This design comes from an exercise in tuning for small area on the open sky130 flow, not from production work.
Only simulation tests tie the RTL to the original design; equivalence was not proved.
In every run shown here, the design's own scripts or RTL, not TritonCTS, make the clock network.
The flow treats the clock pin as an ideal source. Dropping or thinning the clock tree relies on that and would not hold on a real chip.
Power figures rest on the tool's default switching activity, not on a simulated workload.

==> design/flow/design.v <==
package zone_det_pkg;
  localparam int R_W = 5;
  localparam int G_W = 6;
  localparam int B_W = 5;
  localparam int SRW = 10;
  localparam int SGW = 11;
endpackage
module zone_add #(
  parameter int W = 10
) (
  input  logic [W-1:0] a,
  input  logic [W-1:0] b,
  input  logic         ci,
  output logic [W-1:0] s,
  output logic         co
);
  logic [W:0] c;
  assign c[0] = ci;
  for (genvar i = 0; i < W; i++) begin : g_bit
    assign s[i]   = a[i] ^ b[i] ^ c[i];
    assign c[i+1] = (a[i] & b[i]) | (c[i] & (a[i] ^ b[i]));
  end
  assign co = c[W];
endmodule
module zone_accum (
  input  logic [zone_det_pkg::SRW-1:0] r_q,
  input  logic [zone_det_pkg::SGW-1:0] g_q,
  input  logic [zone_det_pkg::SRW-1:0] b_q,
  input  logic [zone_det_pkg::SRW-1:0] op_r,
  input  logic [zone_det_pkg::SGW-1:0] op_g,
  input  logic [zone_det_pkg::SRW-1:0] op_b,
  input  logic                         ci_r,
  input  logic                         ci_g,
  input  logic                         ci_b,
  output logic [zone_det_pkg::SRW-1:0] r_d,
  output logic [zone_det_pkg::SGW-1:0] g_d,
  output logic [zone_det_pkg::SRW-1:0] b_d,
  output logic                         co_r,
  output logic                         co_g,
  output logic                         co_b
);
  zone_add #(.W(zone_det_pkg::SRW)) u_r (.a(r_q), .b(op_r), .ci(ci_r), .s(r_d), .co(co_r));
  zone_add #(.W(zone_det_pkg::SGW)) u_g (.a(g_q), .b(op_g), .ci(ci_g), .s(g_d), .co(co_g));
  zone_add #(.W(zone_det_pkg::SRW)) u_b (.a(b_q), .b(op_b), .ci(ci_b), .s(b_d), .co(co_b));
endmodule
module zone_color_detector (
  input  logic        clk,
  input  logic        reset,
  input  logic        frame_start,
  input  logic        pix_valid,
  input  logic [15:0] pix_data,
  input  logic [4:0]  r_min,
  input  logic [5:0]  g_max,
  input  logic [4:0]  b_max,
  input  logic [4:0]  r_minus_g,
  input  logic [4:0]  r_minus_b,
  output logic [8:0]  zone_hit,
  output logic [3:0]  hit_count,
  output logic        result_valid,
  output logic        frame_abort
);
  localparam int SRW = zone_det_pkg::SRW;
  localparam int SGW = zone_det_pkg::SGW;
  logic [8:0] x_q, x_b, x_d;
  logic [7:0] y_q, y_b, y_d;
  logic       post, idle_st, comp, step, inc;
  logic [4:0] t_a, t_c, t_d, t_e;
  logic [5:0] t_g;
  logic [SRW-1:0] ra_q, rb_q, rc_q, ba_q, bb_q, bc_q;
  logic [SGW-1:0] ga_q, gb_q, gc_q;
  logic [SRW-1:0] r_sum, b_sum, op_r, op_b;
  logic [SGW-1:0] g_sum, op_g;
  logic           ci_r, ci_g, ci_b, co_r, co_g, co_b;
  logic       fail_q, seen_q;
  logic [8:0] pend_q, zone_hit_q;
  logic       result_valid_q, frame_abort_q;
  logic win_x, win_row, eval_row, idle_row, rot, clr, x_end;
  logic [3:0] blk;
  logic [4:0] off;
  logic       phase, r_sub;
  logic [4:0] r_thr;
  assign post    = (y_q[7:4] == 4'hF);           
  assign idle_st = post && x_q[1] && x_q[0];     
  assign comp    = post && x_q[1] && !x_q[0];    
  assign step    = pix_valid && !post;           
  assign inc     = pix_valid && (frame_start || !post) ||
                   (!frame_start && post && !(x_q[1] && x_q[0]));
  assign x_b     = frame_start ? 9'd0 : x_q;
  assign y_b     = frame_start ? 8'd0 : y_q;
  always_comb begin
    x_d = x_b;
    y_d = y_b;
    if (inc) begin
      if (x_b == 9'd319) begin
        x_d = 9'd0;
        y_d = y_b + 8'd1;
      end else begin
        x_d = x_b + 9'd1;
      end
    end
  end
  assign x_end   = (x_q == 9'd319);
  assign win_x   = (x_q >= 9'd51  && x_q <= 9'd55)  ||
                   (x_q >= 9'd158 && x_q <= 9'd162) ||
                   (x_q >= 9'd264 && x_q <= 9'd268);
  assign win_row = (y_q >= 8'd38  && y_q <= 8'd42)  ||
                   (y_q >= 8'd118 && y_q <= 8'd122) ||
                   (y_q >= 8'd198 && y_q <= 8'd202);
  assign eval_row = (y_q >= 8'd43  && y_q <= 8'd45)  ||
                    (y_q >= 8'd123 && y_q <= 8'd125) ||
                    (y_q >= 8'd203 && y_q <= 8'd205);
  assign idle_row = !win_row && !eval_row;
  assign blk      = x_q[8:5];
  assign off      = x_q[4:0];
  assign phase    = eval_row && (off < 5'd25) && (blk < 4'd5);
  assign rot = step && (idle_row || x_end ||
                        (win_row && (x_q == 9'd128 || x_q == 9'd256)));
  assign clr = step && idle_row;
  assign r_sub = !blk[0];
  assign r_thr = blk[2] ? t_a : (blk[1] ? t_d : t_e);
  always_comb begin
    op_r = '0; op_g = '0; op_b = '0;
    ci_r = 1'b0; ci_g = 1'b0; ci_b = 1'b0;
    if (step && win_row && win_x) begin
      op_r = SRW'(pix_data[15:11]);
      op_g = SGW'(pix_data[10:5]);
      op_b = SRW'(pix_data[4:0]);
    end else if (step && phase) begin
      op_r = r_sub ? {5'h1F, ~r_thr} : SRW'(r_thr);
      ci_r = r_sub;
      if (blk == 4'd1) begin
        op_b = {5'h1F, ~t_c};
        ci_b = (off != 5'd0);
      end
      if (blk == 4'd3) begin
        op_g = {5'h1F, ~t_g};
        ci_g = (off != 5'd0);
      end
    end
  end
  zone_accum u_acc (
    .r_q (ra_q), .g_q (ga_q), .b_q (ba_q),
    .op_r(op_r), .op_g(op_g), .op_b(op_b),
    .ci_r(ci_r), .ci_g(ci_g), .ci_b(ci_b),
    .r_d (r_sum), .g_d (g_sum), .b_d (b_sum),
    .co_r(co_r), .co_g(co_g), .co_b(co_b)
  );
  always_ff @(posedge clk) begin
    if (clr) begin
      ra_q <= '0; ga_q <= '0; ba_q <= '0;
    end else if (rot) begin
      ra_q <= rb_q; ga_q <= gb_q; ba_q <= bb_q;
    end else begin
      ra_q <= r_sum; ga_q <= g_sum; ba_q <= b_sum;
    end
    if (rot) begin
      rb_q <= rc_q; gb_q <= gc_q; bb_q <= bc_q;
      rc_q <= ra_q; gc_q <= ga_q; bc_q <= ba_q;
    end
  end
  logic fail_d, seen_d;
  logic [SRW:0] ge_rb, ge_rg;
  assign ge_rb[0] = 1'b1;
  assign ge_rg[0] = 1'b1;
  for (genvar i = 0; i < SRW; i++) begin : g_cmp
    assign ge_rb[i+1] = (ra_q[i] & ~ba_q[i]) | (ge_rb[i] & (ra_q[i] | ~ba_q[i]));
    assign ge_rg[i+1] = (ra_q[i] & ~ga_q[i+1]) | (ge_rg[i] & (ra_q[i] | ~ga_q[i+1]));
  end
  always_comb begin
    fail_d = fail_q;
    seen_d = seen_q;
    if (step) begin
      if (x_end) fail_d = 1'b0;
      if (off == 5'd31) seen_d = 1'b0;
      if (phase && !blk[0] && !co_r) fail_d = 1'b1;
      if (phase && blk == 4'd1 && !co_b) seen_d = 1'b1;
      if (phase && blk == 4'd3 && !co_g) seen_d = 1'b1;
      if (eval_row && off == 5'd25) begin
        if (blk == 4'd0 && !ge_rb[SRW]) fail_d = 1'b1;
        if (blk == 4'd2 && !ge_rg[SRW]) fail_d = 1'b1;
        if ((blk == 4'd1 || blk == 4'd3) && !seen_q) fail_d = 1'b1;
      end
    end
  end
  always_ff @(posedge clk) begin
    fail_q <= fail_d;
    seen_q <= seen_d;
    if (step && eval_row && x_end) pend_q <= {!fail_q, pend_q[8:1]};
    if (frame_start) begin
      t_a <= r_min;
      t_g <= g_max;
      t_c <= b_max;
      t_d <= r_minus_g;
      t_e <= r_minus_b;
    end
  end
  always_ff @(posedge clk) begin
    if (reset) begin
      x_q            <= 9'd3;
      y_q            <= 8'd240;
      zone_hit_q     <= '0;
      result_valid_q <= 1'b0;
      frame_abort_q  <= 1'b0;
    end else begin
      x_q            <= x_d;
      y_q            <= y_d;
      frame_abort_q  <= frame_start && !idle_st;
      result_valid_q <= comp && !frame_start;
      if (comp && !frame_start) zone_hit_q <= pend_q;
    end
  end
  assign zone_hit     = zone_hit_q;
  assign hit_count    = 4'(zone_hit_q[0]) + 4'(zone_hit_q[1]) + 4'(zone_hit_q[2]) +
                        4'(zone_hit_q[3]) + 4'(zone_hit_q[4]) + 4'(zone_hit_q[5]) +
                        4'(zone_hit_q[6]) + 4'(zone_hit_q[7]) + 4'(zone_hit_q[8]);
  assign result_valid = result_valid_q;
  assign frame_abort  = frame_abort_q;
endmodule
==> design/flow/flow/run.sh <==
#!/bin/bash
# The standard layout (standard.sh), with these changes to how it is made:
#  - ports are buffered with sky130_fd_sc_hd__buf_1 instead of the resizer's
#    default choice;
#  - the clock tree is built by flow/clock_tree.tcl (a root buffer and one
#    buffer per cluster of flip-flops, each sized for its load) in place of
#    TritonCTS, which adds dummy loads and more buffers than needed.
# All tool output goes to standard.log (and ORFS's own logs under orfs/logs).
export BUFFER_PORTS_ARGS="-buffer_cell sky130_fd_sc_hd__buf_1"
export PRE_CTS_TCL="$(pwd)/flow/clock_tree.tcl"
export CT_NBUF=16 CT_SLEW=0.110 CT_ROOT=sky130_fd_sc_hd__clkbuf_8
bash standard.sh > standard.log 2>&1
==> design/flow/flow/clock_tree.tcl <==
# Small clock tree, built before CTS in place of TritonCTS: the clock port
# drives one root buffer, which drives CT_NBUF clock buffers, each driving
# the flip-flops of one cluster of
# the placement (k-means on the flip-flop positions, seeded by recursive
# median splits). Each buffer is then sized up from CT_CELLS until its
# estimated output slew is below CT_SLEW (ns).
set ct_nbuf 16
if { [info exists ::env(CT_NBUF)] } { set ct_nbuf $::env(CT_NBUF) }
set ct_cells {sky130_fd_sc_hd__clkbuf_2 sky130_fd_sc_hd__clkbuf_4 sky130_fd_sc_hd__clkbuf_8 sky130_fd_sc_hd__clkbuf_16}
if { [info exists ::env(CT_CELLS)] } { set ct_cells $::env(CT_CELLS) }
set ct_slew 0.100
if { [info exists ::env(CT_SLEW)] } { set ct_slew $::env(CT_SLEW) }

proc ct_split { pts n axis } {
  if { $n <= 1 || [llength $pts] < 2 } { return [list $pts] }
  set s [lsort -real -index $axis $pts]
  set na [expr { $n / 2 }]
  set h [expr { ([llength $s] * $na) / $n }]
  set ax [expr { 3 - $axis }]
  return [concat [ct_split [lrange $s 0 [expr { $h - 1 }]] $na $ax] \
                 [ct_split [lrange $s $h end] [expr { $n - $na }] $ax]]
}

proc ct_centre { grp } {
  set sx 0.0; set sy 0.0
  foreach p $grp { set sx [expr { $sx + [lindex $p 1] }]; set sy [expr { $sy + [lindex $p 2] }] }
  return [list [expr { $sx / [llength $grp] }] [expr { $sy / [llength $grp] }]]
}

set ct_block [ord::get_db_block]
set ct_clk [$ct_block findNet clk]
set ct_pts {}
foreach it [$ct_clk getITerms] {
  set bb [[$it getInst] getBBox]
  lappend ct_pts [list $it [expr { ([$bb xMin] + [$bb xMax]) / 2.0 }] [expr { ([$bb yMin] + [$bb yMax]) / 2.0 }]]
}
set ct_groups [ct_split $ct_pts $ct_nbuf 1]
# k-means refinement (Manhattan distance), at most 20 passes
for { set pass 0 } { $pass < 20 } { incr pass } {
  set cs {}
  foreach g $ct_groups { if { [llength $g] > 0 } { lappend cs [ct_centre $g] } }
  set ng {}
  foreach c $cs { lappend ng {} }
  foreach p $ct_pts {
    set best 0; set bd 1e30; set k 0
    foreach c $cs {
      set d [expr { abs([lindex $p 1] - [lindex $c 0]) + abs([lindex $p 2] - [lindex $c 1]) }]
      if { $d < $bd } { set bd $d; set best $k }
      incr k
    }
    lset ng $best [concat [lindex $ng $best] [list $p]]
  }
  set ct_groups $ng
}
puts "clock_tree: [llength $ct_pts] sinks, [llength $ct_groups] buffers"
set ct_master [[ord::get_db] findMaster [lindex $ct_cells 0]]
set ct_bufs {}
set ct_i 0
foreach grp $ct_groups {
  if { [llength $grp] == 0 } { continue }
  set c [ct_centre $grp]
  set buf [odb::dbInst_create $ct_block $ct_master clkbuf_ct_$ct_i]
  set net [odb::dbNet_create $ct_block clknet_ct_$ct_i]
  $net setSigType CLOCK
  [$buf findITerm A] connect $ct_clk
  [$buf findITerm X] connect $net
  foreach p $grp {
    set it [lindex $p 0]
    $it disconnect
    $it connect $net
  }
  $buf setLocation [expr { int([lindex $c 0]) }] [expr { int([lindex $c 1]) }]
  $buf setPlacementStatus PLACED
  lappend ct_bufs clkbuf_ct_$ct_i
  incr ct_i
}
# root buffer at the centre of the leaf buffers
set sx 0.0; set sy 0.0
foreach b $ct_bufs {
  set loc [[$ct_block findInst $b] getLocation]
  set sx [expr { $sx + [lindex $loc 0] }]; set sy [expr { $sy + [lindex $loc 1] }]
}
set ct_root sky130_fd_sc_hd__clkbuf_4
if { [info exists ::env(CT_ROOT)] } { set ct_root $::env(CT_ROOT) }
set root [odb::dbInst_create $ct_block [[ord::get_db] findMaster $ct_root] clkbuf_ct_root]
set rnet [odb::dbNet_create $ct_block clknet_ct_root]
$rnet setSigType CLOCK
foreach b $ct_bufs {
  set it [[$ct_block findInst $b] findITerm A]
  $it disconnect
  $it connect $rnet
}
[$root findITerm A] connect $ct_clk
[$root findITerm X] connect $rnet
$root setLocation [expr { int($sx / [llength $ct_bufs]) }] [expr { int($sy / [llength $ct_bufs]) }]
$root setPlacementStatus PLACED
$ct_clk setSigType CLOCK
set_propagated_clock [all_clocks]
# size each buffer
foreach cell [lrange $ct_cells 1 end] {
  estimate_parasitics -placement
  foreach b $ct_bufs {
    if { [get_property [get_pins $b/X] slew_max] > $ct_slew } {
      replace_cell [get_cells $b] [get_lib_cells $cell]
    }
  }
}
estimate_parasitics -placement
foreach b [concat $ct_bufs clkbuf_ct_root] {
  set inst [$ct_block findInst $b]
  puts "clock_tree: $b [[$inst getMaster] getName] sinks [expr { [llength [[[$inst findITerm X] getNet] getITerms]] - 1 }] slew [get_property [get_pins $b/X] slew_max]"
}

proc clock_tree_synthesis { args } {
  set_propagated_clock [all_clocks]
}
==> design/flow/standard.sh <==
#!/bin/bash
# synth_recipe.tcl (not shown) runs the flow's synth.tcl, then flattens the netlist and writes it again
# the make line also repeats each setting of config.mk as NAME=value (left out here)
make -C /OpenROAD-flow-scripts/flow DESIGN_CONFIG=/design/flow/config.mk WORK_HOME=/design/flow/orfs CLKGATE_MAP_FILE= SYNTH_SCRIPT=/design/flow/synth_recipe.tcl "${@:-finish}"
==> design/flow/config.mk <==
export PLATFORM = sky130hd
export DESIGN_NAME = zone_color_detector
export DESIGN_NICKNAME = zone_color_detector
export VERILOG_FILES = /design/flow/design.v
export SDC_FILE = /design/flow/constraint.sdc
export NUM_CORES = 4
export LEC_CHECK = 0
export CAP_MARGIN = 20
export CORE_MARGIN = 2
export CORE_UTILIZATION = 60
export SLEW_MARGIN = 20
==> design/flow/constraint.sdc <==
create_clock -name core_clock -period 10.0 [get_ports {clk}]
set_input_delay 2.0000 -clock core_clock [delete_from_list [all_inputs] [get_ports {clk}]]
set_output_delay 2.0000 -clock core_clock [all_outputs]
set_load 0.01 [all_outputs]
==> results by group, run 1 <==
Global routing
  • Vias in the first global route: 4644
  • Initial antenna violation count: 0
  • GRT busiest layer: met2
  • Maximum number of pins on one net before global-route repair: 40
  • First-pass GRT wire length: 23600 um
  • Total grt overflow: 0
  • Global-route met1 utilization: 0.325
  • Gr usage total: 0.224
  • GRT met2 Usage: 0.368
  • GR Util met3: 0.0254

STA
  • Final worst path period share: 0.772
  • Setup violators final: 0
  • F_max: 129 MHz
  • Worst slew pin tran: 1.01 ns
  • Rel. slew slack: 0.324
  • Worst Clk Skew: approximately 0.056 ns
  • Max-slew violations: 0
  • Setup TNS: 0 ns
  • RSZ-0062 raised after global routing: false
  • Fin. Hold Viols: 0
  • Post-layout min period: 7.72 ns
  • Post-route setup slack: 2.28 ns

Synthesis
  • FF+latch count, synth: 158
  • Dominant cells by area after synthesis: edfxtp_1, dfxtp_1, fa_1
  • Largest area contributor in the netlist: edfxtp_1
  • Syn_area_per_cell: 12.4 um^2
  • Cells after Synth: 589
  • Sequential cell area fraction in the yosys report: 0.567
  • Synth top area share: 0.405
  • Number of synthesis warnings: 1
  • Number of synthesized flops with an enable pin: 99
  • Ys async rst share: 0
  • Syn nets: 675
  • Synth cell types: between 60 and 70
  • Synth Cell Area: 7330 um^2
  • Most used flip-flop cell after synthesis: edfxtp_1

Setup path
  • CP Capture Type: register
  • Worst setup startpoint: pix_valid
  • Crit path required time: 10.24 ns
  • Critical path's slowest cell: fa_1
  • Crit path capture: seen_q
  • Slowest cell delay on critical path: 0.45 ns
  • WP buf/inv: 8
  • R2R setup slack: roughly 2.7 ns
  • Startpoint types: input port
  • WP depth: 27
  • Reg2Reg Launch Point: x_q[5]
  • R2R cell count: 27
  • Worst path top cell family by delay: adder cells
  • Most used cell, CP: fa_1
  • CP Max Fanout: 11
  • Crit Path Category: in -> reg
  • Worst reg2reg path endpoint: seen_q
  • CP arrival: about 8.0 ns

Detailed routing
  • Vias/cell: 5.74
  • Via count: 4571
  • DRC viols: 0
  • Detailed Route WL: 14200 um
  • DRT Pass-1 Iters: 4
  • DRT antenna net count: 0
  • DR iter-0 viols: roughly 320
  • Routed len/inst: approximately 18 um

Clocking
  • Setup repair bufs after CTS: 0
  • Hold-fix buffers at CTS: 0
  • Clk Latency, worst-skew pair: around 0.47 ns
  • Clock transition at path regs: about 0.11 ns
  • Post-CTS Resized: 0

Floorplanning
  • Initial Utilization: 0.613
  • Core area: 12000 um^2
  • Row count: 40
  • Io pins: 61
  • Die X: around 110 um
  • Die extent in y: 115 um
  • Die area: about 13000 um^2

Status
  • Status: finished clean

Layout
  • Commonest non-fill, non-tap cell in the layout: edfxtp_1
  • Area Overhead vs Synth: 6.74%
  • Non-filler cells, final: 796
  • Layout cell share with drive strength beyond 1: 0.0647
  • Leading cell types in the layout, fill and taps excluded: edfxtp_1, dfxtp_1, buf_1
  • Diode count: 0
  • Fillers: about 940
  • FF/Latch Area: 4150 um^2
  • Layout Nets: approximately 740
  • Multi-input gate area: 2840 um^2

Job
  • Max-Cap Viols: 0

Worst hold path
  • Hold Path Class: reg -> reg
  • Hold Path Origin: bc_q[0]

Placed design
  • Final RePlAce weighted congestion: 0.884
  • Placed insts: 779
  • DP Worst Slack: 1.79 ns
  • PortBufs: 60
  • Post-DP HPWL: between 10000 and 15000 um

Power and ir drop
  • Worst VDD drop: 0.0993 mV
  • Static Leak: 2.73 nW
  • Power density over cell area: 137 nW/um^2
layer usage:
metal | wire length (um) | part of all wire | up-vias
met5 | 0 | 0 | -
met4 | 343 | 0.024 | 0
met3 | 613 | 0.043 | 33
met2 | 6760 | 0.47 | 91
met1 | 6520 | 0.46 | 2235
li1 | - | - | 2212
final cells by class:
class                   instances  share of cell area
flip-flops and latches        158               0.531
well taps                     147              0.0235
inverters                      55              0.0264
plain buffers                  17              0.0222
multi-input cells             353               0.362
repair buffers                 66              0.0347
kinds of logic (layout without fill, tap and decap cells):
| group | Yosys count | in the layout | synth area share |
|---|---|---|---|
| and+or+nand+nor | 177 | 177 | 0.127 |
| DFF | 158 | 158 | 0.567 |
| AOI/OAI and AO/OA | 93 | 93 | 0.0981 |
| buffers and inverters | 78 | 138 | 0.0474 |
| adders and majority gates | 46 | 46 | 0.113 |
| xor gates and xnor gates | 20 | 20 | 0.0239 |
| muxes | 17 | 17 | 0.0234 |
per-stage QoR:
stage	power [W]	hold slack (ns)	util	area, um^2
2_1_floorplan	0.000774	0.400	-	7330
3_3_place_gp	0.000794	0.401	0.640	7650
3_5_place_dp	0.000796	0.406	0.640	7650
4_1_cts	0.00109	0.399	0.654	7830
5_1_grt	0.00112	0.420	0.654	7830
6_report	0.00108	0.401	0.654	7830
worst register-to-register path: stages (launching register included):
cell       delay (ns)
dfxtp_1          0.82
nand2b_1         0.19
or4_1            0.43
a21oi_1          0.17
a2111oi_1        0.11
nor4_4           0.68
a2bb2oi_1        0.21
fa_1             0.45
fa_1             0.41
fa_1             0.43
fa_1             0.40
fa_1             0.37
inv_1            0.07
fa_1             0.16
inv_1            0.05
fa_1             0.35
inv_1            0.08
fa_1             0.15
inv_1            0.05
fa_1             0.36
inv_1            0.07
fa_1             0.15
inv_1            0.04
fa_1             0.35
a21oi_1          0.16
nor2_1           0.05
and3_1           0.19
o21a_1           0.18
power breakdown:
| group | internal [W] | total (W) | switching, W |
|---|---|---|---|
| combinational | 0.0000161 | 0.0000486 | 0.0000325 |
| sequential | 0.000721 | 0.000732 | 0.0000113 |
| clock | 0.000110 | 0.000294 | 0.000184 |
| total | 0.000847 | 0.00108 | 0.000228 |
how the worst min path moves through the flow:
stage,end,cells past startpoint,slack [ns]
floorplan,bb_q[0],0,0.40
global placement,rb_q[7],0,0.40
detailed placement,bb_q[5],0,0.41
CTS,bb_q[0],0,0.40
global route,bb_q[0],0,0.42
finish,bb_q[0],0,0.40
cells in the mapped netlist, types with 3 or more instances:
library cell,instances
a211oi_2,8
nand2_1,47
edfxtp_1,99
o21ai_0,7
o31ai_1,16
nor3_1,10
ha_1,4
xnor2_1,17
a21o_1,5
xor2_1,3
nor2_1,38
mux2i_1,16
a2bb2oi_1,10
inv_1,54
buf_6,3
o22ai_1,3
nor4_1,5
clkbuf_1,10
o2bb2ai_1,3
maj3_1,6
nand2b_1,14
nand3_1,20
buf_4,3
dfxtp_1,59
nor2b_1,12
a211oi_1,4
and3_1,7
a22oi_1,5
a21oi_1,18
buf_2,4
nand4_1,5
nand4b_1,3
fa_1,36
flip-flops by register name, indices dropped and copies added (netlist names), 10 cells and up:
name  count
rb_q     10
gb_q     11
ga_q     11
rc_q     10
gc_q     11
ba_q     10
bb_q     10
bc_q     10
ra_q     10
==> run 2, diff against run 1 <==
--- a/design/flow/design.v
+++ b/design/flow/design.v
@@ -18,7 +18,7 @@
   assign c[0] = ci;
   for (genvar i = 0; i < W; i++) begin : g_bit
     assign s[i]   = a[i] ^ b[i] ^ c[i];
-    assign c[i+1] = (a[i] & b[i]) | (c[i] & (a[i] ^ b[i]));
+    assign c[i+1] = (a[i] & b[i]) | (a[i] & c[i]) | (b[i] & c[i]);
   end
   assign co = c[W];
 endmodule
@@ -61,8 +61,8 @@
 );
   localparam int SRW = zone_det_pkg::SRW;
   localparam int SGW = zone_det_pkg::SGW;
-  logic [8:0] x_q, x_b, x_d;
-  logic [7:0] y_q, y_b, y_d;
+  logic [8:0] x_q, x_d;
+  logic [7:0] y_q, y_d;
   logic       post, idle_st, comp, step, inc;
   logic [4:0] t_a, t_c, t_d, t_e;
   logic [5:0] t_g;
@@ -83,22 +83,25 @@
   assign idle_st = post && x_q[1] && x_q[0];     
   assign comp    = post && x_q[1] && !x_q[0];    
   assign step    = pix_valid && !post;           
-  assign inc     = pix_valid && (frame_start || !post) ||
-                   (!frame_start && post && !(x_q[1] && x_q[0]));
-  assign x_b     = frame_start ? 9'd0 : x_q;
-  assign y_b     = frame_start ? 8'd0 : y_q;
-  always_comb begin
-    x_d = x_b;
-    y_d = y_b;
-    if (inc) begin
-      if (x_b == 9'd319) begin
-        x_d = 9'd0;
-        y_d = y_b + 8'd1;
-      end else begin
-        x_d = x_b + 9'd1;
-      end
-    end
-  end
+  assign inc     = (pix_valid && !post) || (post && !(x_q[1] && x_q[0]));
+  logic [9:0] x_c;
+  logic [8:0] y_c;
+  logic [8:0] x_s;
+  logic [7:0] y_s;
+  logic       x_wrap;
+  assign x_wrap = inc && (x_q == 9'd319);
+  assign x_c[0] = inc;
+  assign y_c[0] = x_wrap;
+  for (genvar i = 0; i < 9; i++) begin : g_xinc
+    assign x_s[i]   = x_q[i] ^ x_c[i];
+    assign x_c[i+1] = x_q[i] & x_c[i];
+  end
+  for (genvar i = 0; i < 8; i++) begin : g_yinc
+    assign y_s[i]   = y_q[i] ^ y_c[i];
+    assign y_c[i+1] = y_q[i] & y_c[i];
+  end
+  assign x_d = frame_start ? {8'd0, pix_valid} : (x_wrap ? 9'd0 : x_s);
+  assign y_d = frame_start ? 8'd0 : y_s;
   assign x_end   = (x_q == 9'd319);
   assign win_x   = (x_q >= 9'd51  && x_q <= 9'd55)  ||
                    (x_q >= 9'd158 && x_q <= 9'd162) ||
@@ -112,7 +115,8 @@
   assign idle_row = !win_row && !eval_row;
   assign blk      = x_q[8:5];
   assign off      = x_q[4:0];
-  assign phase    = eval_row && (off < 5'd25) && (blk < 4'd5);
+  assign phase    = eval_row && !(off[4] && off[3] && off[2:0] != 3'd0) &&
+                    !blk[3] && !(blk[2] && (blk[1] || blk[0]));
   assign rot = step && (idle_row || x_end ||
                         (win_row && (x_q == 9'd128 || x_q == 9'd256)));
   assign clr = step && idle_row;
==> run 2 against run 1 <==
  * Highest routed layer unchanged
  * Clock power is essentially flat
  * Register-to-register slack improved by 0.22 ns
  * Final area fell by 2.5%
  * Sequential share of layout area increased by 1.4 points
  * Die area down 3.4%
  * Power fell by 0.40%
  * First-iteration DRC count is 3.7% higher
  * Clock skew down 0.028 ns
  * Global-route usage decreased by 1.7 points
  * Sequential power barely moved
  * Combinational power is 9.1% lower
==> results by group, run 2 <==
Floorplanning
  • Die area: 12700 um^2 (-3.4%)
  • Row count: 39 (-2.5%)
  • Core area: 11500 um^2 (-4.1%)
  • Initial Utilization: 0.617 (+0.00405)
  • Die extent in y: 113 um (-1.7%)
  • Io pins: 61 (unchanged)
  • Die X: 113 um (-1.7%)

Synthesis
  • Syn nets: 643 (-4.7%)
  • Ys async rst share: 0 (unchanged)
  • Dominant cells by area after synthesis: edfxtp_1, dfxtp_1, fa_1
  • Most numerous cell in the Yosys netlist: edfxtp_1
  • Largest area contributor in the netlist: edfxtp_1
  • Number of synthesis warnings: 1 (unchanged)
  • Synth top area share: 0.420 (+0.0147)
  • Synth cell count leaders: edfxtp_1, nor2_1, dfxtp_1
  • Synth Cell Area: 7080 um^2 (-3.5%)
  • Number of synthesized flops with an enable pin: 99 (unchanged)
  • Synth cell types: 58 (-7.9%)
  • Most used flip-flop cell after synthesis: edfxtp_1
  • Cells after Synth: 544 (-7.6%)
  • Sequential cell area fraction in the yosys report: 0.587 (+0.0205)
  • FF+latch count, synth: 158 (unchanged)
  • Syn_area_per_cell: 13.0 um^2 (+4.5%)

Detailed routing
  • DRT antenna net count: 0 (unchanged)
  • Detailed Route WL: 12800 um (-10%)
  • Routed len/inst: 17.0 um (-4.7%)
  • DR iter-0 viols: 336 (+3.7%)
  • DRT Pass-1 Iters: 4 (unchanged)
  • Via count: 4116 (-10%)
  • Vias/cell: 5.48 (-4.6%)
  • DRC viols: 0 (unchanged)

Setup path
  • CP Capture Type: register
  • CP arrival: 7.94 ns (-0.03 ns)
  • Critical path's slowest cell: fa_1
  • CP Max Fanout: 9 (-2)
  • Most used cell, CP: fa_1
  • Worst path top cell family by delay: adder cells
  • Crit Path Category: in -> reg
  • Startpoint types: input port
  • Slowest cell delay on critical path: 0.45 ns (about the same)
  • Crit path required time: 10.18 ns (-0.06 ns)
  • WP buf/inv: 4 (-4)
  • Crit path cell chain: buf_1, nand2_1, inv_1, nand3_2, or3_1, a2bb2oi_1, fa_1, inv_1, fa_1, fa_1, fa_1, fa_1, fa_1, fa_1, fa_1, fa_1, fa_1, inv_1, fa_1, mux2i_1, nor3_1, o21a_1

Global routing
  • First-pass GRT wire length: 21200 um (-10%)
  • Vias in the first global route: 4135 (-11%)
  • Total grt overflow: 0 (unchanged)
  • Gr usage total: 0.207 (-0.0169)
  • Initial antenna violation count: 0 (unchanged)
  • Maximum number of pins on one net before global-route repair: 47 (+18%)

Job
  • Max-Cap Viols: 0 (unchanged)

Clocking
  • Hold-fix buffers at CTS: 0 (unchanged)
  • Clock transition at path regs: 0.09 ns (-0.02 ns)
  • Setup repair bufs after CTS: 0 (unchanged)
  • Post-CTS Resized: 0 (unchanged)
  • Clk Latency, worst-skew pair: 0.47 ns (about the same)

Layout
  • Diode count: 0 (unchanged)
  • Layout Nets: 709 (-3.8%)
  • Util after Layout: 0.665 (+0.0112)
  • Leading cell types in the layout, fill and taps excluded: edfxtp_1, nor2_1, dfxtp_1, buf_1, mux2i_1
  • Largest regs: ga_q: 11 flops, gb_q: 11 flops, gc_q: 11 flops
  • Layout cell share with drive strength beyond 1: 0.0543 (-0.0104)
  • Commonest non-fill, non-tap cell in the layout: edfxtp_1
  • Area Overhead vs Synth: 7.85%

STA
  • Setup TNS: 0 ns (unchanged)
  • Max-slew violations: 0 (unchanged)
  • RSZ-0062 raised after global routing: false
  • F_max: 129 MHz (-0.43%)
  • Setup violators final: 0 (unchanged)
  • Rel. slew slack: 0.390 (+0.0656)
  • Final worst path period share: 0.776 (+0.00334)
  • Post-layout min period: 7.76 ns (+0.0334 ns)
  • Fin. Hold Viols: 0 (unchanged)
  • Worst slew pin tran: 0.915 ns (-0.0962 ns)
  • Worst Clk Skew: 0.0284 ns (-0.0281 ns)

Placed design
  • Final RePlAce weighted congestion: 0.893 (+1.1%)
  • PortBufs: 60 (unchanged)
  • Post-DP HPWL: 9120 um (-11%)

Power and ir drop
  • Worst VDD drop: 0.0996 mV (+0.30%)
  • Static Leak: 3.21 nW (+18%)
  • Power density over cell area: 140 nW/um^2 (+2.1%)

Worst hold path
  • Hold Path Class: reg -> reg

Status
  • Status: finished clean
-- run 2: cell count changes in the layout (fill, tap and decap cells not counted), moves of 10 or more --
cell | previous run | this run
ha_1 | 4 | 17
mux2i_1 | 16 | 46
nand2_1 | 46 | 31
nand2b_1 | 14 | 4
nand3_1 | 20 | 4
nor2_1 | 38 | 60
o21ai_0 | 7 | 26
o31ai_1 | 16 | 0
xnor2_1 | 17 | 2
-- run 2: worst paths after layout --
kind                            cells after the start  slack, ns  endpoint  startpoint
worst min-delay path                                0       0.41   rb_q[8]     rc_q[8]
worst max-delay path                               22       2.24    seen_q   pix_valid
worst min register to register                      0       0.41   rb_q[8]     rc_q[8]
worst max register to register                     22       2.89    seen_q      x_q[6]
-- run 2: metal layers --
metal | track usage | up-vias | wire [um]
li1 | - | 2024 | -
met1 | 0.316 | 1998 | 6010
met2 | 0.334 | 73 | 6050
met3 | 0.0184 | 21 | 494
met4 | 0.0366 | 0 | 236
met5 | 0 | - | 0
-- run 2: through the flow --
stage | instances | setup slack [ns] | power (W) | hold WS, ns | instance area (um^2)
6_report | 751 | 2.24 | 0.00107 | 0.411 | 7630
4_1_cts | 751 | 2.30 | 0.00108 | 0.413 | 7620
3_3_place_gp | 734 | 2.00 | 0.000791 | 0.401 | 7460
3_5_place_dp | 734 | 1.78 | 0.000794 | 0.405 | 7460
5_1_grt | 751 | 1.87 | 0.00111 | 0.418 | 7630
2_1_floorplan | 544 | 2.56 | 0.000773 | 0.400 | 7080
-- run 2: power by group --
part,switching [W],internal (W),total [W]
Combinational,0.0000300,0.0000143,0.0000442
Sequential,0.0000110,0.000723,0.000734
Clock,0.000188,0.000104,0.000292
Total,0.000229,0.000841,0.00107
-- run 2: cell type report --
cell class / instances / area, um^2
multi-input cells: 325 / 2720
flip-flops and latches: 158 / 4150
well taps: 143 / 179
plain buffers: 17 / 165
inverters: 45 / 169
fillers: 889 / 3840
repair buffers: 63 / 249
-- run 2: cell families after synthesis --
kind of cell,count (synthesis),share of synthesized area
AO/OA/AOI/OAI,64,0.0612
XOR/XNOR,11,0.0136
adder cells (fa/ha/maj),59,0.140
buffers and inverters,61,0.0348
flip-flops,158,0.587
multiplexers,46,0.0651
AND/OR/NAND/NOR,145,0.0978
==> run 3, diff against run 2 <==
--- a/design/flow/design.v
+++ b/design/flow/design.v
@@ -74,11 +74,12 @@
   logic       fail_q, seen_q;
   logic [8:0] pend_q, zone_hit_q;
   logic       result_valid_q, frame_abort_q;
-  logic win_x, win_row, eval_row, idle_row, rot, clr, x_end;
+  logic       win_x, win_row, grp, clr_row, rot, clr, x_end;
+  logic [4:0] v;
+  logic [2:0] l;
   logic [3:0] blk;
   logic [4:0] off;
-  logic       phase, r_sub;
-  logic [4:0] r_thr;
+  logic       ph, race;
   assign post    = (y_q[7:4] == 4'hF);           
   assign idle_st = post && x_q[1] && x_q[0];     
   assign comp    = post && x_q[1] && !x_q[0];    
@@ -109,37 +110,59 @@
   assign win_row = (y_q >= 8'd38  && y_q <= 8'd42)  ||
                    (y_q >= 8'd118 && y_q <= 8'd122) ||
                    (y_q >= 8'd198 && y_q <= 8'd202);
-  assign eval_row = (y_q >= 8'd43  && y_q <= 8'd45)  ||
-                    (y_q >= 8'd123 && y_q <= 8'd125) ||
-                    (y_q >= 8'd203 && y_q <= 8'd205);
-  assign idle_row = !win_row && !eval_row;
-  assign blk      = x_q[8:5];
-  assign off      = x_q[4:0];
-  assign phase    = eval_row && !(off[4] && off[3] && off[2:0] != 3'd0) &&
-                    !blk[3] && !(blk[2] && (blk[1] || blk[0]));
-  assign rot = step && (idle_row || x_end ||
-                        (win_row && (x_q == 9'd128 || x_q == 9'd256)));
-  assign clr = step && idle_row;
-  assign r_sub = !blk[0];
-  assign r_thr = blk[2] ? t_a : (blk[1] ? t_d : t_e);
+  assign v       = y_q[7:3];
+  assign l       = y_q[2:0];
+  assign grp     = (v >= 5'd6  && v <= 5'd8)  ||
+                   (v >= 5'd16 && v <= 5'd18) ||
+                   (v >= 5'd26 && v <= 5'd28);
+  assign clr_row = (v == 5'd3) || (v == 5'd11) || (v == 5'd19);
+  assign blk     = x_q[8:5];
+  assign off     = x_q[4:0];
+  assign ph      = grp && (off < 5'd25);         
+  assign race    = grp && !x_q[8] && (l >= 3'd1) && (l <= 3'd4);
+  assign rot = step && (clr_row || (win_row && (x_q == 9'd128 || x_q == 9'd256 || x_end)) ||
+                        (grp && l == 3'd7 && x_end));
+  assign clr = step && clr_row;
   always_comb begin
     op_r = '0; op_g = '0; op_b = '0;
     ci_r = 1'b0; ci_g = 1'b0; ci_b = 1'b0;
-    if (step && win_row && win_x) begin
+    if (win_row && win_x) begin
       op_r = SRW'(pix_data[15:11]);
       op_g = SGW'(pix_data[10:5]);
       op_b = SRW'(pix_data[4:0]);
-    end else if (step && phase) begin
-      op_r = r_sub ? {5'h1F, ~r_thr} : SRW'(r_thr);
-      ci_r = r_sub;
-      if (blk == 4'd1) begin
-        op_b = {5'h1F, ~t_c};
-        ci_b = (off != 5'd0);
-      end
-      if (blk == 4'd3) begin
-        op_g = {5'h1F, ~t_g};
-        ci_g = (off != 5'd0);
-      end
+    end
+    if (race) begin
+      ci_r = 1'b1;
+      ci_b = 1'b1;
+      op_g = SGW'(2);
+    end
+    if (ph && blk == 4'd0 && l == 3'd0) begin
+      op_b = SRW'(t_e);
+      op_g = SGW'({t_d, 1'b0});
+    end
+    if (ph && blk == 4'd0 && l == 3'd5) begin
+      op_g = {5'h1F, ~t_d, 1'b1};
+      ci_g = 1'b1;
+    end
+    if (ph && blk == 4'd1 && l == 3'd5) begin
+      op_g = {5'h1F, ~t_g};
+      ci_g = (off != 5'd0);
+    end
+    if (ph && blk == 4'd0 && l == 3'd6) begin
+      op_b = {5'h1F, ~t_e};
+      ci_b = 1'b1;
+    end
+    if (ph && blk == 4'd1 && l == 3'd6) begin
+      op_b = {5'h1F, ~t_c};
+      ci_b = (off != 5'd0);
+    end
+    if (ph && blk == 4'd0 && l == 3'd7) begin
+      op_r = {5'h1F, ~t_a};
+      ci_r = 1'b1;
+    end
+    if (!step) begin
+      op_r = '0; op_g = '0; op_b = '0;
+      ci_r = 1'b0; ci_g = 1'b0; ci_b = 1'b0;
     end
   end
   zone_accum u_acc (
@@ -163,33 +186,25 @@
     end
   end
   logic fail_d, seen_d;
-  logic [SRW:0] ge_rb, ge_rg;
-  assign ge_rb[0] = 1'b1;
-  assign ge_rg[0] = 1'b1;
-  for (genvar i = 0; i < SRW; i++) begin : g_cmp
-    assign ge_rb[i+1] = (ra_q[i] & ~ba_q[i]) | (ge_rb[i] & (ra_q[i] | ~ba_q[i]));
-    assign ge_rg[i+1] = (ra_q[i] & ~ga_q[i+1]) | (ge_rg[i] & (ra_q[i] | ~ga_q[i+1]));
-  end
   always_comb begin
     fail_d = fail_q;
     seen_d = seen_q;
-    if (step) begin
-      if (x_end) fail_d = 1'b0;
-      if (off == 5'd31) seen_d = 1'b0;
-      if (phase && !blk[0] && !co_r) fail_d = 1'b1;
-      if (phase && blk == 4'd1 && !co_b) seen_d = 1'b1;
-      if (phase && blk == 4'd3 && !co_g) seen_d = 1'b1;
-      if (eval_row && off == 5'd25) begin
-        if (blk == 4'd0 && !ge_rb[SRW]) fail_d = 1'b1;
-        if (blk == 4'd2 && !ge_rg[SRW]) fail_d = 1'b1;
-        if ((blk == 4'd1 || blk == 4'd3) && !seen_q) fail_d = 1'b1;
-      end
-    end
+    if (step && grp) begin
+      if (ph && blk == 4'd0 && l == 3'd0 && (co_b || co_g)) fail_d = 1'b1;
+      if (race && (co_b || co_g) && !(seen_q || co_r)) fail_d = 1'b1;
+      if (race && co_r) seen_d = 1'b1;
+      if (ph && blk <= 4'd1 && l == 3'd5 && !co_g) seen_d = 1'b1;
+      if (ph && blk <= 4'd1 && l == 3'd6 && !co_b) seen_d = 1'b1;
+      if (x_end && (l == 3'd5 || l == 3'd6) && !seen_q) fail_d = 1'b1;
+      if (ph && blk == 4'd0 && l == 3'd7 && !co_r) fail_d = 1'b1;
+    end
+    if (step && x_end && !(l >= 3'd1 && l <= 3'd3)) seen_d = 1'b0;
+    if (step && x_end && l == 3'd7) fail_d = 1'b0;
   end
   always_ff @(posedge clk) begin
     fail_q <= fail_d;
     seen_q <= seen_d;
-    if (step && eval_row && x_end) pend_q <= {!fail_q, pend_q[8:1]};
+    if (step && grp && l == 3'd7 && x_end) pend_q <= {!fail_q, pend_q[8:1]};
     if (frame_start) begin
       t_a <= r_min;
       t_g <= g_max;
==> run 3 against run 2 <==
  * Still clean on timing, DRC and antenna
  * Fmax rose by 3.0%
  * Global-route usage barely moved
  * Critical path type unchanged
  * Sequential power rose by 7.1%
  * Sequential share of layout area rose by 0.74 points
  * Critical path depth fell by 4
  * Cell count fell by 3.9%
  * Clock skew rose by 0.030 ns
  * Flip-flop and latch count did not move
  * Clock power fell by 1%
  * Worst setup slack improved by 0.22 ns
==> results by group, run 3 <==
Detailed routing
  • DRT antenna net count: 0 (unchanged)
  • Via count: 4168 (+1.3%)
  • DRC viols: 0 (unchanged)
  • Routed len/inst: 17.4 um (+2.3%)
  • Detailed Route WL: 12600 um (-1.7%)
  • DRT Pass-1 Iters: 5 (+1)
  • DR iter-0 viols: 314 (-6.5%)
  • Vias/cell: 5.77 (+5.3%)

Layout
  • Largest regs: ga_q: 11 flops, gb_q: 11 flops, gc_q: 11 flops
  • FF/Latch Area: 4130 um^2 (-0.48%)
  • Area Overhead vs Synth: 7.62%
  • Non-filler cells, final: 722 (-3.9%)
  • Commonest non-fill, non-tap cell in the layout: edfxtp_1
  • Diode count: 0 (unchanged)
  • Layout cell share with drive strength beyond 1: 0.0674 (+0.0131)
  • Layout Nets: 680 (-4.1%)
  • Fillers: 850 (-4.4%)
  • Multi-input gate area: 2640 um^2 (-2.8%)
  • Leading cell types in the layout, fill and taps excluded: edfxtp_1, dfxtp_1, buf_1

STA
  • Post-layout min period: 7.53 ns (-0.225 ns)
  • F_max: 133 MHz (+3.0%)
  • Hold WS: 0.395 ns (-0.0159 ns)
  • Fin. Hold Viols: 0 (unchanged)
  • Max-slew violations: 0 (unchanged)
  • Setup TNS: 0 ns (unchanged)
  • Worst Clk Skew: 0.0587 ns (+0.0303 ns)
  • Rel. slew slack: 0.467 (+0.0770)
  • Setup violators final: 0 (unchanged)
  • RSZ-0062 raised after global routing: false
  • Worst slew pin tran: 0.800 ns (-0.116 ns)
  • Final worst path period share: 0.753 (-0.0225)

Synthesis
  • Syn_area_per_cell: 13.4 um^2 (+3.3%)
  • Syn nets: 617 (-4.0%)
  • Synth cell types: 52 (-10%)
  • Cells after Synth: 518 (-4.8%)
  • Most used flip-flop cell after synthesis: edfxtp_1
  • Number of synthesized flops with an enable pin: 97 (-2.0%)
  • Synth Cell Area: 6960 um^2 (-1.6%)
  • Most numerous cell in the Yosys netlist: edfxtp_1
  • Number of synthesis warnings: 1 (unchanged)
  • Synth top area share: 0.418 (-0.00176)
  • Ys async rst share: 0 (unchanged)
  • Dominant cells by area after synthesis: edfxtp_1, dfxtp_1, fa_1
  • FF+latch count, synth: 158 (unchanged)
  • Sequential cell area fraction in the yosys report: 0.594 (+0.00673)
  • Largest area contributor in the netlist: edfxtp_1
  • Synth cell count leaders: edfxtp_1, dfxtp_1, nor2_1

Setup path
  • Most used cell, CP: fa_1
  • Crit Path Category: in -> reg
  • Slowest cell delay on critical path: 0.57 ns (+0.12 ns)
  • Crit path required time: 10.39 ns (+0.21 ns)
  • CP arrival: 7.92 ns (-0.02 ns)
  • R2R cell count: 20 (-9.1%)
  • CP Max Fanout: 20 (+11)
  • Startpoint types: input port
  • Reg2Reg Launch Point: y_q[5]
  • CP Capture Type: register
  • R2R setup slack: 2.70 ns (-0.19 ns)
  • Crit path cell chain: buf_1, nand2_1, a311oi_1, fa_1, fa_1, fa_1, fa_1, fa_1, fa_1, fa_1, fa_1, fa_1, fa_1, fa_1, nor3b_1, o21ai_0, o22ai_1, a22o_1
  • Worst reg2reg path endpoint: seen_q
  • Critical path's slowest cell: nand2_1

Job
  • Max-Cap Viols: 0 (unchanged)

Placed design
  • Final RePlAce weighted congestion: 0.817 (-8.5%)
  • Placed insts: 705 (-4.0%)
  • Post-DP HPWL: 8610 um (-5.6%)
  • PortBufs: 60 (unchanged)

Clocking
  • Setup repair bufs after CTS: 0 (unchanged)
  • Clk Latency, worst-skew pair: 0.46 ns (about the same)
  • Post-CTS Resized: 0 (unchanged)
  • Clock transition at path regs: 0.10 ns (about the same)
  • Hold-fix buffers at CTS: 0 (unchanged)

Floorplanning
  • Io pins: 61 (unchanged)
  • Core area: 11400 um^2 (-0.85%)
  • Die area: 12500 um^2 (-1.6%)
  • Initial Utilization: 0.612 (-0.00472)
  • Die X: 112 um (-0.78%)
  • Die extent in y: 112 um (-0.78%)
  • Row count: 39 (unchanged)

Worst hold path
  • Hold endpoint: gb_q[2]
  • Hold Path Origin: gc_q[2]
  • WHS Path Cells: 0 (unchanged)
  • Hold Path Class: reg -> reg

Global routing
  • Initial antenna violation count: 0 (unchanged)
  • Gr usage total: 0.207 (-0.000444)
  • Vias in the first global route: 4203 (+1.6%)
  • First-pass GRT wire length: 21100 um (-0.49%)
  • Total grt overflow: 0 (unchanged)
  • Maximum number of pins on one net before global-route repair: 63 (+34%)

Power and ir drop
  • Power density over cell area: 161 nW/um^2 (+15%)
  • Static Leak: 3.11 nW (-3.1%)
  • Power, Total: 0.00120 W (+13%)
  • Worst VDD drop: 0.120 mV (+21%)

Status
  • Status: finished clean
-- run 3: how the worst max path moves through the flow --
stage / start / end / cells after the start
floorplan: pix_valid / seen_q / 18
global placement: pix_valid / seen_q / 18
detailed placement: pix_valid / seen_q / 18
CTS: pix_valid / seen_q / 18
global route: pix_valid / seen_q / 18
finish: pix_valid / seen_q / 18
-- run 3: layer usage --
metal | vias up | routed length, um | track usage
li1 | 1991 | - | -
met1 | 2029 | 5730 | 0.308
met2 | 122 | 5820 | 0.327
met3 | 26 | 730 | 0.0278
met4 | 0 | 291 | 0.0519
met5 | - | 0 | 0
-- run 3: cell type report --
type                    instances  share of cell area
well taps                     143              0.0239
flip-flops and latches        158               0.552
plain buffers                  17              0.0217
repair buffers                 67              0.0372
multi-input cells             311               0.352
inverters                      26              0.0130
-- run 3: logic make-up after synthesis --
group                    synth area share
buffers and inverters              0.0282
AND/OR/NAND/NOR                     0.107
AO/OA/AOI/OAI                      0.0721
flip-flops                          0.594
multiplexers                       0.0575
XOR/XNOR                          0.00755
adder cells (fa/ha/maj)             0.134
-- run 3: where the power goes --
part	switching, W	total, W	internal [W]
clock network	0.000186	0.000288	0.000102
registers	0.0000379	0.000786	0.000748
logic	0.0000698	0.000132	0.0000618
total	0.000293	0.00120	0.000912
-- run 3: through the flow --
step	instance area, um^2	worst slack [ns]	util
final	7490	2.47	0.659
after global routing	7490	2.22	0.659
after CTS	7490	2.50	0.659
after detailed placement	7330	2.03	0.645
after global placement	7330	2.22	0.645
after floorplan	6960	2.79	-
-- run 3: critical path: cells and delay by family --
kind            cells  cell delay [ns]
compound gates      4             0.55
fa+ha+maj          11             4.47
simple gates        2             0.77
buf+inv             1             0.11
==> run 4, diff against run 3 <==
--- a/design/flow/flow/run.sh
+++ b/design/flow/flow/run.sh
@@ -8,5 +8,5 @@
 # All tool output goes to standard.log (and ORFS's own logs under orfs/logs).
 export BUFFER_PORTS_ARGS="-buffer_cell sky130_fd_sc_hd__buf_1"
 export PRE_CTS_TCL="$(pwd)/flow/clock_tree.tcl"
-export CT_NBUF=16 CT_SLEW=0.110 CT_ROOT=sky130_fd_sc_hd__clkbuf_8
+export CT_NBUF=20 CT_SLEW=0.115 CT_ROOT=sky130_fd_sc_hd__clkbuf_8
 bash standard.sh > standard.log 2>&1
--- a/design/flow/config.mk
+++ b/design/flow/config.mk
@@ -7,5 +7,5 @@
 export LEC_CHECK = 0
 export CAP_MARGIN = 20
 export CORE_MARGIN = 2
-export CORE_UTILIZATION = 60
+export CORE_UTILIZATION = 75
 export SLEW_MARGIN = 20
==> run 4 against run 3 <==
  * Cell count down 3.9%
  * Register-to-register slack got worse by 0.09 ns
  * Worst setup slack got worse by 0.038 ns
  * Critical path depth stayed put
  * Flip-flop and latch count unchanged
  * Clock power fell by 7.3%
  * Critical endpoint unchanged
  * Final area shrank 0.72%
  * Critical path type unchanged
  * Fmax shrank 0.51%
  * Area after synthesis unchanged
  * Sequential power about the same
==> results by group, run 4 <==
Synthesis
  • Synth cell count leaders: edfxtp_1, dfxtp_1, nor2_1
  • Synth Cell Area: 6960 um^2 (unchanged)
  • Syn nets: 617 (unchanged)
  • Synth cell types: 52 (unchanged)
  • Syn_area_per_cell: 13.4 um^2 (unchanged)
  • Synth top area share: 0.418 (unchanged)
  • Cells after Synth: 518 (unchanged)
  • Most numerous cell in the Yosys netlist: edfxtp_1
  • Sequential cell area fraction in the yosys report: 0.594 (unchanged)
  • Number of synthesized flops with an enable pin: 97 (unchanged)
  • Dominant cells by area after synthesis: edfxtp_1, dfxtp_1, fa_1
  • Ys async rst share: 0 (unchanged)
  • FF+latch count, synth: 158 (unchanged)
  • Most used flip-flop cell after synthesis: edfxtp_1
  • Largest area contributor in the netlist: edfxtp_1
  • Number of synthesis warnings: 1 (unchanged)

Detailed routing
  • Via count: 4215 (+1.1%)
  • Vias/cell: 6.07 (+5.2%)
  • DRT Pass-1 Iters: 5 (unchanged)
  • DRC viols: 0 (unchanged)
  • DRT antenna net count: 0 (unchanged)
  • DR iter-0 viols: 239 (-24%)
  • Routed len/inst: 17.8 um (+2.0%)
  • Detailed Route WL: 12300 um (-1.9%)

Layout
  • Util after Layout: 0.817 (+0.158)
  • Area Overhead vs Synth: 6.85%
  • Commonest non-fill, non-tap cell in the layout: edfxtp_1
  • Largest regs: ga_q: 11 flops, gb_q: 11 flops, gc_q: 11 flops
  • Leading cell types in the layout, fill and taps excluded: edfxtp_1, dfxtp_1, buf_1
  • Layout cell share with drive strength beyond 1: 0.0738 (+0.00640)
  • Diode count: 0 (unchanged)
  • Layout Nets: 684 (+0.59%)
  • Non-filler cells, final: 694 (-3.9%)

Floorplanning
  • Die X: 100 um (-10%)
  • Initial Utilization: 0.764 (+0.152)
  • Row count: 35 (-10%)
  • Die area: 10100 um^2 (-19%)
  • Core area: 9110 um^2 (-20%)
  • Die extent in y: 100 um (-10%)
  • Io pins: 61 (unchanged)

Setup path
  • CP Capture Type: register
  • CP Max Fanout: 20 (unchanged)
  • Crit path required time: 10.38 ns (about the same)
  • Crit path cell chain: buf_1, nand2_1, a311oi_1, fa_1, fa_1, fa_1, fa_1, fa_1, fa_1, fa_1, fa_1, fa_1, fa_1, fa_1, nor3b_1, o21ai_0, o22ai_1, a22o_1
  • Most used cell, CP: fa_1
  • Startpoint types: input port
  • Slowest cell delay on critical path: 0.54 ns (-0.03 ns)
  • CP arrival: 7.95 ns (+0.03 ns)
  • Worst setup startpoint: pix_valid
  • Crit Path Category: in -> reg
  • Reg2Reg Launch Point: y_q[5]
  • Critical path's slowest cell: nand2_1
  • R2R cell count: 20 (unchanged)

Job
  • Max-Cap Viols: 0 (unchanged)

Global routing
  • Maximum number of pins on one net before global-route repair: 45 (-29%)
  • Vias in the first global route: 4261 (+1.4%)
  • Initial antenna violation count: 0 (unchanged)
  • Gr usage total: 0.256 (+0.0498)
  • Total grt overflow: 0 (unchanged)
  • First-pass GRT wire length: 20500 um (-2.9%)

Placed design
  • PortBufs: 60 (unchanged)
  • Final RePlAce weighted congestion: 0.889 (+8.8%)
  • Post-DP HPWL: 8700 um (+1.1%)
  • Placed insts: 673 (-4.5%)

Clocking
  • Setup repair bufs after CTS: 0 (unchanged)
  • Clock transition at path regs: 0.10 ns (about the same)
  • Clk Latency, worst-skew pair: 0.46 ns (about the same)
  • Hold-fix buffers at CTS: 0 (unchanged)
  • Post-CTS Resized: 0 (unchanged)

STA
  • F_max: 132 MHz (-0.51%)
  • Setup TNS: 0 ns (unchanged)
  • RSZ-0062 raised after global routing: false
  • Rel. slew slack: 0.327 (-0.140)
  • Final worst path period share: 0.757 (+0.00384)
  • Worst Clk Skew: 0.0508 ns (-0.00791 ns)
  • Worst slew pin tran: 1.01 ns (+0.209 ns)
  • Fin. Hold Viols: 0 (unchanged)
  • Hold WS: 0.393 ns (-0.00273 ns)
  • Post-layout min period: 7.57 ns (+0.0384 ns)
  • Setup violators final: 0 (unchanged)
  • Max-slew violations: 0 (unchanged)

Power and ir drop
  • Power density over cell area: 160 nW/um^2 (-0.57%)
  • NetSw: 0.000290 W (-1.2%)
  • Power, Total: 0.00119 W (-1.3%)
  • Static Leak: 3.11 nW (about the same)
  • Worst VDD drop: 0.149 mV (+24%)
  • Sw Ratio: 0.244 (+0.000292)
  • Combinational share of power: 0.113 (+0.004)
  • Clock network fraction of design power: 0.225 (-0.014)
  • Seq pwr share: 0.662 (+0.010)
  • Internal: 0.000899 W (-1.3%)

Worst hold path
  • Hold Path Class: reg -> reg
  • Hold Path Origin: gc_q[4]
  • WHS Path Cells: 0 (unchanged)

Status
  • Status: finished clean
==> run 4: path summary, 6_finish.rpt <==
| kind | to | slack [ns] |
|---|---|---|
| hold / removal | gb_q[4] | 0.39 |
| setup / recovery | seen_q | 2.43 |
| hold reg to reg | gb_q[4] | 0.39 |
| setup reg to reg | seen_q | 2.61 |
==> run 4: per-layer routing <==
metal  GRT usage  share of wire
met5           0              0
met4      0.0632          0.026
met3      0.0299          0.060
met2       0.422           0.48
met1       0.373           0.43
==> run 4: cells by family (layout without fill, tap and decap cells) <==
| kind of cell | count (synthesis) | in the layout | synth area share |
|---|---|---|---|
| buf+inv | 49 | 114 | 0.0282 |
| xor+xnor | 6 | 6 | 0.00755 |
| mux | 40 | 40 | 0.0575 |
| compound gates | 70 | 70 | 0.0721 |
| flops | 158 | 158 | 0.594 |
| fa+ha+maj | 53 | 53 | 0.134 |
| simple gates | 142 | 142 | 0.107 |
==> run 4: metrics by stage <==
step	area, um^2	setup slack (ns)
finish	7440	2.43
CTS	7440	2.51
detailed placement	7290	2.05
floorplan	6960	2.79
global route	7440	2.24
global placement	7290	2.25
==> run 4: power by group through the flow <==
| stage | clock network, W | logic, W | registers, W |
|---|---|---|---|
| detailed placement | 0 | 0.000135 | 0.000803 |
| floorplan | 0 | 0.0000971 | 0.000792 |
| finish | 0.000267 | 0.000135 | 0.000788 |
| CTS | 0.000276 | 0.000137 | 0.000789 |
| global route | 0.000299 | 0.000158 | 0.000796 |
| global placement | 0 | 0.000124 | 0.000802 |
==> run 4: layout make-up <==
type / instances / area [um^2]
fill: 536 / 1670
inverter: 26 / 97.6
tap: 111 / 139
multi-input combinational: 311 / 2640
timing repair buffer: 67 / 279
sequential: 158 / 4130
buffer: 21 / 149
==> run 4: worst max-delay path, delay by kind of cell <==
kind                       cells  cell delay, ns
adders and majority gates     11            4.50
AOI/OAI and AO/OA              4            0.60
buffers and inverters          1            0.11
and+or+nand+nor                2            0.73
==> run 5, diff against run 4 <==
--- a/design/flow/flow/run.sh
+++ b/design/flow/flow/run.sh
@@ -8,5 +8,5 @@
 # All tool output goes to standard.log (and ORFS's own logs under orfs/logs).
 export BUFFER_PORTS_ARGS="-buffer_cell sky130_fd_sc_hd__buf_1"
 export PRE_CTS_TCL="$(pwd)/flow/clock_tree.tcl"
-export CT_NBUF=20 CT_SLEW=0.115 CT_ROOT=sky130_fd_sc_hd__clkbuf_8
+export CT_NBUF=12 CT_SLEW=0.115 CT_ROOT=sky130_fd_sc_hd__clkbuf_8
 bash standard.sh > standard.log 2>&1
==> run 5 against run 4 <==
  * Still clean on timing, DRC and antenna
  * Synthesized cell count unchanged
  * Global-route usage is 0.19 points higher
  * Die area did not move
  * Wire length grew 1.0%
  * Critical path depth is the same
  * Clock power increased by 3%
  * Flip-flop and latch count unchanged
  * Fmax fell by 0.15%
  * Critical path type unchanged
  * Largest cell class unchanged
==> results by group, run 5 <==
Synthesis
  • Synth cell count leaders: edfxtp_1, dfxtp_1, nor2_1
  • FF+latch count, synth: 158 (unchanged)
  • Number of synthesized flops with an enable pin: 97 (unchanged)
  • Synth top area share: 0.418 (unchanged)
  • Synth cell types: 52 (unchanged)
  • Syn nets: 617 (unchanged)
  • Most numerous cell in the Yosys netlist: edfxtp_1
  • Ys async rst share: 0 (unchanged)
  • Post-synthesis mux area share: 0.0575 (unchanged)
  • Dominant cells by area after synthesis: edfxtp_1, dfxtp_1, fa_1
  • Post-Synth XOR/XNOR Area: 0.00755 (unchanged)
  • Adder-Cell Fraction of Synth Area: 0.134 (unchanged)
  • Post-Synth Simple-Gate Area: 0.107 (unchanged)
  • Synth Cell Area: 6960 um^2 (unchanged)
  • Number of synthesis warnings: 1 (unchanged)
  • Largest area contributor in the netlist: edfxtp_1
  • Post-synthesis compound-gate area fraction: 0.0721 (unchanged)
  • Cells after Synth: 518 (unchanged)
  • Sequential cell area fraction in the yosys report: 0.594 (unchanged)
  • Most used flip-flop cell after synthesis: edfxtp_1
  • Syn_area_per_cell: 13.4 um^2 (unchanged)
  • Largest family of logic cells by synthesized area: adder cells

Layout
  • Multi-input gate area: 2640 um^2 (unchanged)
  • Leading cell types in the layout, fill and taps excluded: edfxtp_1, dfxtp_1, buf_1
  • Layout Nets: 676 (-1.2%)
  • Commonest non-fill, non-tap cell in the layout: edfxtp_1
  • Diode count: 0 (unchanged)
  • FF/Latch Area: 4130 um^2 (unchanged)
  • Layout cell share with drive strength beyond 1: 0.0609 (-0.0129)
  • Largest regs: ga_q: 11 flops, gb_q: 11 flops, gc_q: 11 flops
  • Fillers: 533 (-0.56%)
  • Area Overhead vs Synth: 6.92% (about the same)

Clocking
  • Clock transition at path regs: 0.11 ns (about the same)
  • Hold-fix buffers at CTS: 0 (unchanged)
  • Setup repair bufs after CTS: 0 (unchanged)
  • Clk Latency, worst-skew pair: 0.44 ns (-0.02 ns)
  • Post-CTS Resized: 0 (unchanged)

Global routing
  • Gr usage total: 0.258 (+0.00191)
  • First-pass GRT wire length: 20600 um (+0.51%)
  • GR Util met3: 0.0334 (+0.00348)
  • Global-route met1 utilization: 0.388 (+0.0149)
  • Total grt overflow: 0 (unchanged)
  • GRT busiest layer: met2
  • Maximum number of pins on one net before global-route repair: 45 (unchanged)
  • Vias in the first global route: 4185 (-1.8%)
  • GRT met2 Usage: 0.416 (-0.00671)
  • Initial antenna violation count: 0 (unchanged)

Power and ir drop
  • Combinational share of power: 0.113 (about the same)
  • NetSw: 0.000290 W (-0.11%)
  • Internal: 0.000910 W (+1.1%)
  • Seq pwr share: 0.657 (-0.005)
  • Clock network fraction of design power: 0.230 (+0.005)
  • Worst VDD drop: 0.205 mV (+37%)
  • Static Leak: 3.10 nW (-0.43%)
  • Power, Total: 0.00120 W (+0.82%)
  • Sw Ratio: 0.242 (-0.00225)
  • Power density over cell area: 161 nW/um^2 (+0.75%)

Placed design
  • Post-DP HPWL: 8700 um (unchanged)
  • PortBufs: 60 (unchanged)
  • Final RePlAce weighted congestion: 0.889 (unchanged)

Setup path
  • Worst reg2reg path endpoint: seen_q
  • Crit Path Category: in -> reg
  • R2R cell count: 20 (unchanged)
  • Worst setup startpoint: pix_valid
  • Startpoint types: input port
  • CP Max Fanout: 20 (unchanged)
  • CP arrival: 7.97 ns (+0.02 ns)
  • Crit path required time: 10.39 ns (about the same)
  • R2R setup slack: 2.55 ns (-0.06 ns)
  • CP Capture Type: register
  • Crit path capture: seen_q
  • Reg2Reg Launch Point: y_q[5]

Floorplanning
  • Row count: 35 (unchanged)
  • Die extent in y: 100 um (unchanged)
  • Initial Utilization: 0.764 (unchanged)
  • Die X: 100 um (unchanged)
  • Io pins: 61 (unchanged)
  • Core area: 9110 um^2 (unchanged)
  • Die area: 10100 um^2 (unchanged)

STA
  • F_max: 132 MHz (-0.15%)
  • Worst slew pin tran: 0.995 ns (-0.0141 ns)
  • Setup TNS: 0 ns (unchanged)
  • Fin. Hold Viols: 0 (unchanged)
  • Setup violators final: 0 (unchanged)
  • Max-slew violations: 0 (unchanged)
  • Post-layout min period: 7.58 ns (+0.0115 ns)
  • Rel. slew slack: 0.336 (+0.00942)
  • Hold WS: 0.408 ns (+0.0158 ns)
  • Final worst path period share: 0.758 (+0.00115)
  • Worst Clk Skew: 0.0326 ns (-0.0182 ns)
  • RSZ-0062 raised after global routing: false

Detailed routing
  • DRT antenna net count: 0 (unchanged)
  • DRC viols: 0 (unchanged)
  • Vias/cell: 6.08 (+0.16%)
  • Via count: 4173 (-1.0%)
  • Detailed Route WL: 12500 um (+1.0%)
  • DR iter-0 viols: 227 (-5.0%)
  • DRT Pass-1 Iters: 5 (unchanged)
  • Routed len/inst: 18.2 um (+2.2%)

Status
  • Status: finished clean

Job
  • Max-Cap Viols: 0 (unchanged)

Worst hold path
  • Hold Path Class: reg -> reg
run 5: cell counts after synthesis:
Identical to the previous run, type by type.
run 5: logic make-up after synthesis:
logic type	count (synthesis)
buffers and inverters	49
adder cells (fa/ha/maj)	53
flip-flops	158
multiplexers	40
AND/OR/NAND/NOR	142
XOR/XNOR	6
AO/OA/AOI/OAI	70
run 5: worst min path at each step:
| stage | endpoint | depth (start not counted) | start |
|---|---|---|---|
| after floorplan | bb_q[0] | 0 | bc_q[0] |
| after global placement | gb_q[10] | 0 | gc_q[10] |
| after detailed placement | bb_q[5] | 0 | bc_q[5] |
| after CTS | gb_q[4] | 0 | gc_q[4] |
| after global routing | gb_q[3] | 0 | gc_q[3] |
| final | gb_q[4] | 0 | gc_q[4] |
run 5: critical path: stages:
cell,delay [ns]
buf_1,0.11
nand2_1,0.53
a311oi_1,0.15
fa_1,0.46
fa_1,0.42
fa_1,0.43
fa_1,0.41
fa_1,0.40
fa_1,0.40
fa_1,0.40
fa_1,0.40
fa_1,0.40
fa_1,0.39
fa_1,0.41
nor3b_1,0.21
o21ai_0,0.13
o22ai_1,0.18
a22o_1,0.15
run 5: routing by layer:
layer | part of all wire | vias to the layer above | wire length, um
met2 | 0.47 | 150 | 5890
met1 | 0.44 | 2020 | 5470
met4 | 0.024 | 0 | 300
li1 | - | 1977 | -
met3 | 0.065 | 26 | 805
met5 | 0 | - | 0
run 5: final cells by class:
cell class,count,area share
multi-input combinational,311,0.355
timing repair buffer,67,0.0375
sequential,158,0.555
inverter,26,0.0131
tap,111,0.0187
buffer,13,0.0207
run 5: power by group through the flow:
stage / Combinational [W] / Sequential [W] / Clock, W
finish: 0.000136 / 0.000788 / 0.000276
global route: 0.000159 / 0.000796 / 0.000304
CTS: 0.000138 / 0.000789 / 0.000283
detailed placement: 0.000135 / 0.000803 / 0
global placement: 0.000124 / 0.000802 / 0
floorplan: 0.0000971 / 0.000792 / 0
run 5: stage by stage:
| step | util | cell area, um^2 | setup WS [ns] | cells |
|---|---|---|---|---|
| after global placement | 0.800 | 7290 | 2.25 | 673 |
| after global routing | 0.817 | 7440 | 2.22 | 686 |
| after floorplan | - | 6960 | 2.79 | 518 |
| after CTS | 0.817 | 7440 | 2.51 | 686 |
| after detailed placement | 0.800 | 7290 | 2.05 | 673 |
| final | 0.817 | 7440 | 2.42 | 686 |

==> what the ideal ports hide <==
No port has a modelled driver above. Below, the same layouts with a new extraction and two added sets of constraints. Step 1: set_driving_cell puts a clkbuf_16 on clk and a buf_2 on each other input, an assumption about the parent block. Step 2 times the ports against the registers' clock, not the clock port: input delays grow and output delays shrink by t, the midpoint of the rising clock arrivals with the driver on. a / b / c = no drivers / after step 1 / after step 2; a / b = the first two.
| run | t (ns) | setup slack, ns | hold slack, ns | latest minus earliest clock arrival (ns) |
|---|---|---|---|---|
| run 1 | 0.477 | 2.277 / 2.290 / 1.813 | 0.401 / 0.401 / 0.401 | 0.057 / 0.056 |
| run 2 | 0.485 | 2.244 / 2.259 / 1.773 | 0.411 / 0.411 / 0.411 | 0.033 / 0.033 |
| run 3 | 0.469 | 2.469 / 2.481 / 2.012 | 0.395 / 0.395 / 0.395 | 0.059 / 0.058 |
| run 4 | 0.471 | 2.430 / 2.442 / 1.971 | 0.393 / 0.393 / 0.393 | 0.051 / 0.051 |
| run 5 | 0.458 | 2.419 / 2.428 / 1.970 | 0.408 / 0.408 / 0.408 | 0.036 / 0.036 |
After both steps every run listed still meets setup and hold. The setup slack of run 2, which loses most, moves by +0.015 ns with the drivers and by -0.471 ns with both steps.
